What follows belongs to an exercise in optimizing a design on an open flow for small area; a production flow would make more cautious choices. In this exercise RTL edits were held to simulation tests only and were not proved equivalent to the original. Power figures rest on the tool's default switching activity, not on a simulated workload.

**design.v**
```verilog
package rpc_phy_pkg;
  localparam int BUS_W = 32;
  localparam int DB_W = 16;
  localparam int WORD_W_DEF = 256;
  localparam int MASK_W = 64;
  localparam logic [1:0] OP_WRITE = 2'b01;
  localparam logic [1:0] OP_READ  = 2'b10;
  typedef struct packed {
    logic [1:0]  op;
    logic [3:0]  words_m1;
    logic [25:0] addr;
  } rpc_cmd_t;
  typedef union packed {
    logic [BUS_W-1:0] raw;
    rpc_cmd_t         cmd;
  } rpc_slot_u;
  typedef enum logic [1:0] {
    TYPE_CMD  = 2'b00,
    TYPE_DATA = 2'b01,
    TYPE_MASK = 2'b10
  } rpc_type_e;
endpackage
`timescale 1ns/100ps
module rpc_phy_ctrl #(
  parameter int WORD_W = rpc_phy_pkg::WORD_W_DEF
) (
  input  logic                   clk_0_i,
  input  logic                   rst_ni,
  input  rpc_phy_pkg::rpc_slot_u cmd_i,
  input  logic                   cmd_valid_i,
  output logic                   cmd_ready_o,
  input  logic                   word_done_i,
  output logic                   cmd_load_o,
  output logic                   data_ready_o,
  output logic                   mask_sel_o,
  output rpc_phy_pkg::rpc_type_e type_sel_o,
  output logic [2:0]             slot_sel_o,
  output logic                   rd_active_o,
  output logic                   rd_last_word_o,
  output logic                   cs_no,
  output logic                   stb_o,
  output logic                   db_oe_o
);
  localparam int SLOTS = WORD_W / rpc_phy_pkg::BUS_W;
  localparam logic [2:0] SLOT_LAST = 3'(SLOTS - 1);
  localparam logic [2:0] ST_IDLE    = 3'd0;
  localparam logic [2:0] ST_CMD     = 3'd1;
  localparam logic [2:0] ST_MASK    = 3'd2;
  localparam logic [2:0] ST_WR_DATA = 3'd3;
  localparam logic [2:0] ST_RD_WAIT = 3'd4;
  logic [2:0] state_q, state_d;
  logic [1:0] op_q, op_d;
  logic [3:0] cnt_q, cnt_d;
  logic [2:0] slot_q, slot_d;
  logic       mask_q, mask_d;
  logic       rd_fin_q, rd_fin_d;
  logic       accept;
  logic       slot_wrap;
  assign cmd_ready_o = (state_q == ST_IDLE);
  assign accept      = cmd_valid_i & cmd_ready_o;
  assign cmd_load_o  = accept;
  assign slot_wrap   = (slot_q == SLOT_LAST);
  always_comb begin
    state_d  = state_q;
    op_d     = op_q;
    cnt_d    = cnt_q;
    slot_d   = slot_q;
    mask_d   = mask_q;
    rd_fin_d = rd_fin_q;
    case (state_q)
      ST_IDLE: begin
        if (accept) begin
          op_d     = cmd_i.cmd.op;
          cnt_d    = cmd_i.cmd.words_m1;
          slot_d   = '0;
          mask_d   = 1'b0;
          rd_fin_d = 1'b0;
          state_d  = ST_CMD;
        end
      end
      ST_CMD: begin
        if (op_q == rpc_phy_pkg::OP_WRITE) begin
          state_d = ST_MASK;
        end else if (op_q == rpc_phy_pkg::OP_READ) begin
          state_d = ST_RD_WAIT;
        end else begin
          state_d = ST_IDLE;
        end
      end
      ST_MASK: begin
        mask_d = ~mask_q;
        if (mask_q) begin
          state_d = ST_WR_DATA;
        end
      end
      ST_WR_DATA: begin
        slot_d = slot_wrap ? 3'd0 : slot_q + 3'd1;
        if (slot_wrap) begin
          if (cnt_q == 4'd0) begin
            state_d = ST_IDLE;
          end else begin
            cnt_d = cnt_q - 4'd1;
          end
        end
      end
      ST_RD_WAIT: begin
        if (rd_fin_q) begin
          state_d = ST_IDLE;
        end else if (word_done_i) begin
          if (cnt_q == 4'd0) begin
            rd_fin_d = 1'b1;
          end else begin
            cnt_d = cnt_q - 4'd1;
          end
        end
      end
      default: begin
        state_d = ST_IDLE;
      end
    endcase
  end
  always_ff @(posedge clk_0_i or negedge rst_ni) begin
    if (!rst_ni) begin
      state_q  <= ST_IDLE;
      op_q     <= 2'b00;
      cnt_q    <= 4'd0;
      slot_q   <= 3'd0;
      mask_q   <= 1'b0;
      rd_fin_q <= 1'b0;
    end else begin
      state_q  <= state_d;
      op_q     <= op_d;
      cnt_q    <= cnt_d;
      slot_q   <= slot_d;
      mask_q   <= mask_d;
      rd_fin_q <= rd_fin_d;
    end
  end
  assign cs_no   = (state_q == ST_IDLE);
  assign stb_o   = (state_q == ST_CMD);
  assign db_oe_o = (state_q == ST_CMD) || (state_q == ST_MASK) || (state_q == ST_WR_DATA);
  assign data_ready_o = ((state_q == ST_MASK) && !mask_q) ||
                        ((state_q == ST_WR_DATA) && slot_wrap && (cnt_q != 4'd0));
  always_comb begin
    case (state_q)
      ST_MASK:    type_sel_o = rpc_phy_pkg::TYPE_MASK;
      ST_WR_DATA: type_sel_o = rpc_phy_pkg::TYPE_DATA;
      default:    type_sel_o = rpc_phy_pkg::TYPE_CMD;
    endcase
  end
  assign slot_sel_o     = slot_q;
  assign mask_sel_o     = mask_q;
  assign rd_active_o    = (state_q == ST_RD_WAIT) && !rd_fin_q;
  assign rd_last_word_o = (state_q == ST_RD_WAIT) && (cnt_q == 4'd0);
endmodule
`timescale 1ns/100ps
module rpc_wr_path #(
  parameter int WORD_W = rpc_phy_pkg::WORD_W_DEF
) (
  input  logic                           clk_0_i,
  input  logic                           rst_ni,
  input  rpc_phy_pkg::rpc_slot_u         cmd_i,
  input  logic [rpc_phy_pkg::MASK_W-1:0] mask_i,
  input  logic [WORD_W-1:0]              data_i,
  input  logic                           cmd_load_i,
  input  logic                           word_load_i,
  input  rpc_phy_pkg::rpc_type_e         type_sel_i,
  input  logic [2:0]                     slot_sel_i,
  input  logic                           mask_sel_i,
  output logic [rpc_phy_pkg::BUS_W-1:0]  db_o
);
  localparam int BW = rpc_phy_pkg::BUS_W;
  localparam int HW = rpc_phy_pkg::DB_W;
  rpc_phy_pkg::rpc_slot_u         cmd_q;
  logic [rpc_phy_pkg::MASK_W-1:0] mask_q;
  logic [WORD_W-1:0]              word_q;
  logic [BW-1:0]                  mask_slot;
  logic [BW-1:0]                  data_slot;
  always_ff @(posedge clk_0_i or negedge rst_ni) begin
    if (!rst_ni) begin
      cmd_q <= '0;
    end else if (cmd_load_i) begin
      cmd_q <= cmd_i;
    end
  end
  always_ff @(posedge clk_0_i) begin
    if (cmd_load_i) begin
      mask_q <= mask_i;
    end
  end
  always_ff @(posedge clk_0_i) begin
    if (word_load_i) begin
      word_q <= data_i;
    end
  end
  always_comb begin
    if (mask_sel_i) begin
      mask_slot = {mask_q[32 +: HW], mask_q[48 +: HW]};
    end else begin
      mask_slot = {mask_q[0 +: HW], mask_q[16 +: HW]};
    end
    data_slot = {word_q[int'(slot_sel_i) * BW +: HW],
                 word_q[int'(slot_sel_i) * BW + HW +: HW]};
  end
  always_comb begin
    case (type_sel_i)
      rpc_phy_pkg::TYPE_MASK: db_o = mask_slot;
      rpc_phy_pkg::TYPE_DATA: db_o = data_slot;
      default:                db_o = cmd_q.raw;
    endcase
  end
endmodule
`timescale 1ns/100ps
module rpc_rd_path #(
  parameter int WORD_W = rpc_phy_pkg::WORD_W_DEF
) (
  input  logic                          clk_0_i,
  input  logic                          rst_ni,
  input  logic [rpc_phy_pkg::BUS_W-1:0] db_i,
  input  logic                          rd_valid_i,
  input  logic                          rd_active_i,
  input  logic                          rd_last_word_i,
  output logic                          word_done_o,
  output logic [WORD_W-1:0]             data_o,
  output logic                          data_valid_o,
  output logic                          data_last_o
);
  localparam int BW = rpc_phy_pkg::BUS_W;
  localparam int SLOTS = WORD_W / BW;
  localparam logic [2:0] SLOT_LAST = 3'(SLOTS - 1);
  logic [2:0]        slot_q;
  logic [WORD_W-1:0] asm_q, asm_d;
  logic [WORD_W-1:0] data_q;
  logic              valid_q;
  logic              last_q;
  logic              take;
  assign take        = rd_valid_i & rd_active_i;
  assign word_done_o = take && (slot_q == SLOT_LAST);
  always_comb begin
    asm_d = asm_q;
    if (take) begin
      asm_d[int'(slot_q) * BW +: BW] = db_i;
    end
  end
  always_ff @(posedge clk_0_i or negedge rst_ni) begin
    if (!rst_ni) begin
      slot_q <= 3'd0;
    end else if (take) begin
      slot_q <= (slot_q == SLOT_LAST) ? 3'd0 : slot_q + 3'd1;
    end
  end
  always_ff @(posedge clk_0_i) begin
    asm_q <= asm_d;
  end
  always_ff @(posedge clk_0_i) begin
    if (word_done_o) begin
      data_q <= asm_d;
    end
  end
  always_ff @(posedge clk_0_i or negedge rst_ni) begin
    if (!rst_ni) begin
      valid_q <= 1'b0;
      last_q  <= 1'b0;
    end else begin
      valid_q <= word_done_o;
      last_q  <= word_done_o & rd_last_word_i;
    end
  end
  assign data_o       = data_q;
  assign data_valid_o = valid_q;
  assign data_last_o  = last_q;
endmodule
`timescale 1ns/100ps
module rpc_phy_top #(
  parameter int WORD_W = rpc_phy_pkg::WORD_W_DEF
) (
  input  logic                          clk_0_i,
  input  logic                          rst_ni,
  input  rpc_phy_pkg::rpc_slot_u        cmd_i,
  input  logic                          cmd_valid_i,
  output logic                          cmd_ready_o,
  input  logic [WORD_W-1:0]             data_i,
  input  logic [rpc_phy_pkg::MASK_W-1:0] mask_i,
  output logic                          data_ready_o,
  input  logic [rpc_phy_pkg::BUS_W-1:0] db_i,
  input  logic                          rd_valid_i,
  output logic [WORD_W-1:0]             data_o,
  output logic                          data_valid_o,
  output logic                          data_last_o,
  output logic                          cs_no,
  output logic                          stb_o,
  output logic                          db_oe_o,
  output logic [rpc_phy_pkg::BUS_W-1:0] db_o
);
  logic                   cmd_load;
  logic                   mask_sel;
  logic [2:0]             slot_sel;
  rpc_phy_pkg::rpc_type_e type_sel;
  logic word_done;
  logic rd_active;
  logic rd_last_word;
  rpc_phy_ctrl #(
    .WORD_W (WORD_W)
  ) u_ctrl (
    .clk_0_i        (clk_0_i),
    .rst_ni         (rst_ni),
    .cmd_i          (cmd_i),
    .cmd_valid_i    (cmd_valid_i),
    .cmd_ready_o    (cmd_ready_o),
    .word_done_i    (word_done),
    .cmd_load_o     (cmd_load),
    .data_ready_o   (data_ready_o),
    .mask_sel_o     (mask_sel),
    .type_sel_o     (type_sel),
    .slot_sel_o     (slot_sel),
    .rd_active_o    (rd_active),
    .rd_last_word_o (rd_last_word),
    .cs_no          (cs_no),
    .stb_o          (stb_o),
    .db_oe_o        (db_oe_o)
  );
  rpc_wr_path #(
    .WORD_W (WORD_W)
  ) u_wr_path (
    .clk_0_i     (clk_0_i),
    .rst_ni      (rst_ni),
    .cmd_i       (cmd_i),
    .mask_i      (mask_i),
    .data_i      (data_i),
    .cmd_load_i  (cmd_load),
    .word_load_i (data_ready_o),
    .type_sel_i  (type_sel),
    .slot_sel_i  (slot_sel),
    .mask_sel_i  (mask_sel),
    .db_o        (db_o)
  );
  rpc_rd_path #(
    .WORD_W (WORD_W)
  ) u_rd_path (
    .clk_0_i        (clk_0_i),
    .rst_ni         (rst_ni),
    .db_i           (db_i),
    .rd_valid_i     (rd_valid_i),
    .rd_active_i    (rd_active),
    .rd_last_word_i (rd_last_word),
    .word_done_o    (word_done),
    .data_o         (data_o),
    .data_valid_o   (data_valid_o),
    .data_last_o    (data_last_o)
  );
endmodule
```
**run.sh**
```bash
#!/bin/bash
# synth_recipe.tcl (not shown) runs the flow's synth.tcl, then flattens the netlist and writes it again
# the make line also repeats each setting of config.mk as NAME=value (left out here)
make -C /OpenROAD-flow-scripts/flow DESIGN_CONFIG=/design/flow/config.mk WORK_HOME=/design/flow/orfs CLKGATE_MAP_FILE= SYNTH_SCRIPT=/design/flow/synth_recipe.tcl finish
```
**config.mk**
```make
export PLATFORM = sky130hd
export DESIGN_NAME = rpc_phy_top
export DESIGN_NICKNAME = rpc_phy_top
export VERILOG_FILES = /design/flow/design.v
export SDC_FILE = /design/flow/constraint.sdc
export NUM_CORES = 4
export LEC_CHECK = 0
export CAP_MARGIN = 20
export CORE_MARGIN = 2
export CORE_UTILIZATION = 40
export SLEW_MARGIN = 20
```
**constraint.sdc**
```tcl
create_clock -name core_clock -period 6.0 [get_ports {clk_0_i}]
set_input_delay 1.2000 -clock core_clock [delete_from_list [all_inputs] [get_ports {clk_0_i}]]
set_output_delay 1.2000 -clock core_clock [all_outputs]
set_load 0.01 [all_outputs]
```
==> run notes <==
path summary, 6_finish.rpt:
path / startpoint / to / slack [ns] / depth (start not counted)
max: u_ctrl.state_q[1] / db_o[21] / 0.60 / 7
min in group asynchronous: rst_ni / u_wr_path.cmd_q[24] / 0.74 / 2
max in group asynchronous: rst_ni / u_ctrl.slot_q[0] / 4.65 / 2
min: u_rd_path.asm_q[144] / u_rd_path.asm_q[144] / 0.46 / 1
max reg2reg: u_ctrl.slot_q[0] / u_wr_path.word_q[37] / 2.26 / 7
min reg2reg: u_rd_path.asm_q[144] / u_rd_path.asm_q[144] / 0.46 / 1
state kept, by name (all words and copies together) (netlist names):
signal and count:
u_wr_path.word_q 256, u_rd_path.asm_q 256, u_wr_path.mask_q 64, u_ctrl.slot_q 3, u_ctrl.op_q 2, u_ctrl.state_q 3
u_rd_path.slot_q 3, u_rd_path.valid_q 1, u_rd_path.last_q 1, u_ctrl.mask_q 1, u_wr_path.cmd_q 30, u_ctrl.rd_fin_q 1
u_ctrl.cnt_q 4, u_rd_path.data_q 256
kinds of logic (layout without fill, tap and decap cells):
| group | Yosys count | after routing | synth area share, % |
|---|---|---|---|
| fa+ha+maj | 12 | 12 | 0.492 |
| simple gates | 285 | 285 | 4.27 |
| buf+inv | 121 | 896 | 1.67 |
| other cells | 0 | 14 | 0 |
| compound gates | 289 | 289 | 8.07 |
| mux | 161 | 161 | 8.03 |
| flops | 881 | 881 | 77.5 |
power by group:
group / switching (mW) / internal, mW / leakage (nW) / total (mW)
Sequential: 0.496 / 7.75 / 7.65 / 8.25
Combinational: 2.48 / 1.84 / 5.26 / 4.32
Clock: 2.33 / 2.98 / 1.39 / 5.31
Total: 5.30 / 12.6 / 14.3 / 17.9
per-layer routing:
layer | part of all wire [%] | up-vias | track usage, % | wire length, um
met2 | 50 | 824 | 38.0 | 44300
met4 | 2.5 | 16 | 6.72 | 2230
met3 | 9.1 | 140 | 6.79 | 8040
met5 | 0.11 | - | 0 | 100
li1 | - | 8200 | - | -
met1 | 38 | 9164 | 26.6 | 33600
through the flow:
step / instances / area, um^2 / setup slack, ns / hold slack [ns]
after floorplan: 1749 / 30500 / -0.164 / 0.429
after global placement: 3335 / 38400 / 1.44 / 0.441
after detailed placement: 3335 / 38400 / 1.30 / 0.447
after CTS: 3502 / 41300 / 0.592 / 0.460
after global routing: 3514 / 41300 / 0.449 / 0.473
final: 3516 / 41300 / 0.604 / 0.460
layout make-up:
cell class	instances	area (um^2)	share of cell area (%)
antenna	14	35.0	0.0848
clock buffer	133	2510	6.09
clock inverter	34	312	0.754
inverter	15	58.8	0.142
multi-input combinational	747	6400	15.5
sequential	881	23700	57.3
tap	978	1220	2.96
timing repair buffer	714	7100	17.2
cells in the final DEF, fill, tap and decap left out, types with 8 or more instances in the layout:
cell type / instances
o21ai_0: 12
clkbuf_1: 34
buf_4: 28
nand2_1: 169
nor2b_1: 32
clkbuf_8: 8
dfxtp_1: 256
o221ai_1: 32
mux4_2: 64
mux2_2: 26
nor2_1: 40
o2bb2ai_1: 65
mux2i_1: 65
edfxtp_1: 576
dfrtp_1: 45
clkdlybuf4s50_1: 681
diode_2: 14
clkinv_2: 19
a22o_1: 159
clkbuf_16: 91
ha_1: 12
inv_1: 13
==> impl_metrics.ini <==
[detailed_routing]
drt_wl_total_um = 88300
drc = 0
vias_per_cell = 5.22
vias = 18300
post_drt_wl_per_cell_um = 25.1
firstDrtPassIters = 5
drtIter0Drc = 1436
antenna_left = 0

[worst_setup_path]
critical_path.cell_chain = inv_1, or3_1, ha_1, buf_4, nand2b_2, o221ai_1, clkdlybuf4s50_1
critPathKind = flop to output port
cp_data_arrival_time_ns = 4.20
cp_max_fo = 34
required_ns = 4.80
slowest_delay_ns = 0.78
end_kind = output port
critPathSlowestCell = nand2b_2
path_buf_inv = 3
cp_top_family = simple AND/OR/NAND/NOR gates
cp-start-kind = flop

[logic_synthesis]
synth_area_um2 = 30500
yosysWarnings = 3
postSynthCellCount = 1749
synth_common_cells = 576 x edfxtp_1, 256 x dfxtp_1, 170 x nand2_1, 159 x a22o_1, 66 x clkbuf_1
yosysSeqAreaShare_pct = 77.5
synth.most_common_cell = edfxtp_1
synthArstFlopShare_pct = 5.56
synth_area_leaders = edfxtp_1 57%, dfxtp_1 17%, mux4_2 4.7%
synth.distinct_cells = 55
synth_seq_cells = 881
synth_ff_type = edfxtp_1
avgSynthCellArea_um2 = 17.5
synth-edff-count = 576
syn_nets = 2149
synth_top_area_cell = edfxtp_1
synth_top_area_share_pct = 56.7

[layout]
final_util_pct = 54.6
area_growth_syn_to_layout_pct = 35.3
drive_above_1_share_pct = 10.8
n_fill_cell = 6025
nets = 2848

[place]
gp_congestion = 0.845
port_buffers = 682
dp_hpwl_um = 63900

[clock_network]
clockRootBuffer = clkbuf_16
htreeDepth = 3
cts_setup_buffers = 0
clk_latency_ns = 0.66
clock_sinks = 881
holdBufCountCts = 0
path_clk_slew_ns = 0.06
cts-resized-gates = 0
cts_made_buffers = 89
cts_tree = done
cts_buffer_depth = 3

[global_route]
grt-ovfl-total = 0
grt_pass1_wl_um = 127000
grt_max_degree = 172
antenna_found_initial = 25
grt_pass1_vias = 18900
grt_util_all_layers_pct = 22.1

[timing]
finalHoldViolCount = 0
finalSetupTns_ns = 0
slew_viol_final = 0
max_freq_mhz = 185
period_share_pct = 89.9
grt_setup_unrepaired = no
worst_pin_slew_ns = 0.971
slew_headroom_pct = 35.3
setup_viol = 0
fin_skew_ns = 0.0380
fin_crit_ns = 5.40

[floorplan]
core_um2 = 75700
fp.dieW_um = 280
start_util_pct = 40.3
die_h_um = 280
rows = 101
die_area_um2 = 78500
ios = 683

[pwr]
ir_drop_mv = 0.390
cellPowerDensity_nw_per_um2 = 433
total_power_mw = 17.9
leakagePower_nw = 14.3

[outcome]
outcome = complete, no violations

[worst_hold_path]
hp-class = flop to flop

[flow_run]
cap_violations = 0

==> separate check: timing with driven ports <==
Ports are ideal in the flow. The routed layout listed here was re-timed in OpenROAD.
Step 1: set_driving_cell puts a clkbuf_16 on clk_0_i and a buf_2 on each other input, an assumption about the parent block.
Step 2 moves the port delays by t, midway between the first and last clock arrival at a register: inputs arrive t later, outputs are due t later. That takes back most of the time a late clock gives input paths.
Slacks: ideal ports / drivers / drivers and shift; pairs: ideal ports / drivers.
t, ns: 0.692
setup WS [ns]: 0.604 / 0.545 / 1.237
worst register clock-pin slew, ns: 0.06 / 0.06
worst data-port slew with drivers (ns): 0.18
cell pins on the clock port's net: 1
After both steps this run still meets setup and hold. The setup slack of this run moves by -0.059 ns with the drivers and by +0.633 ns with both steps.
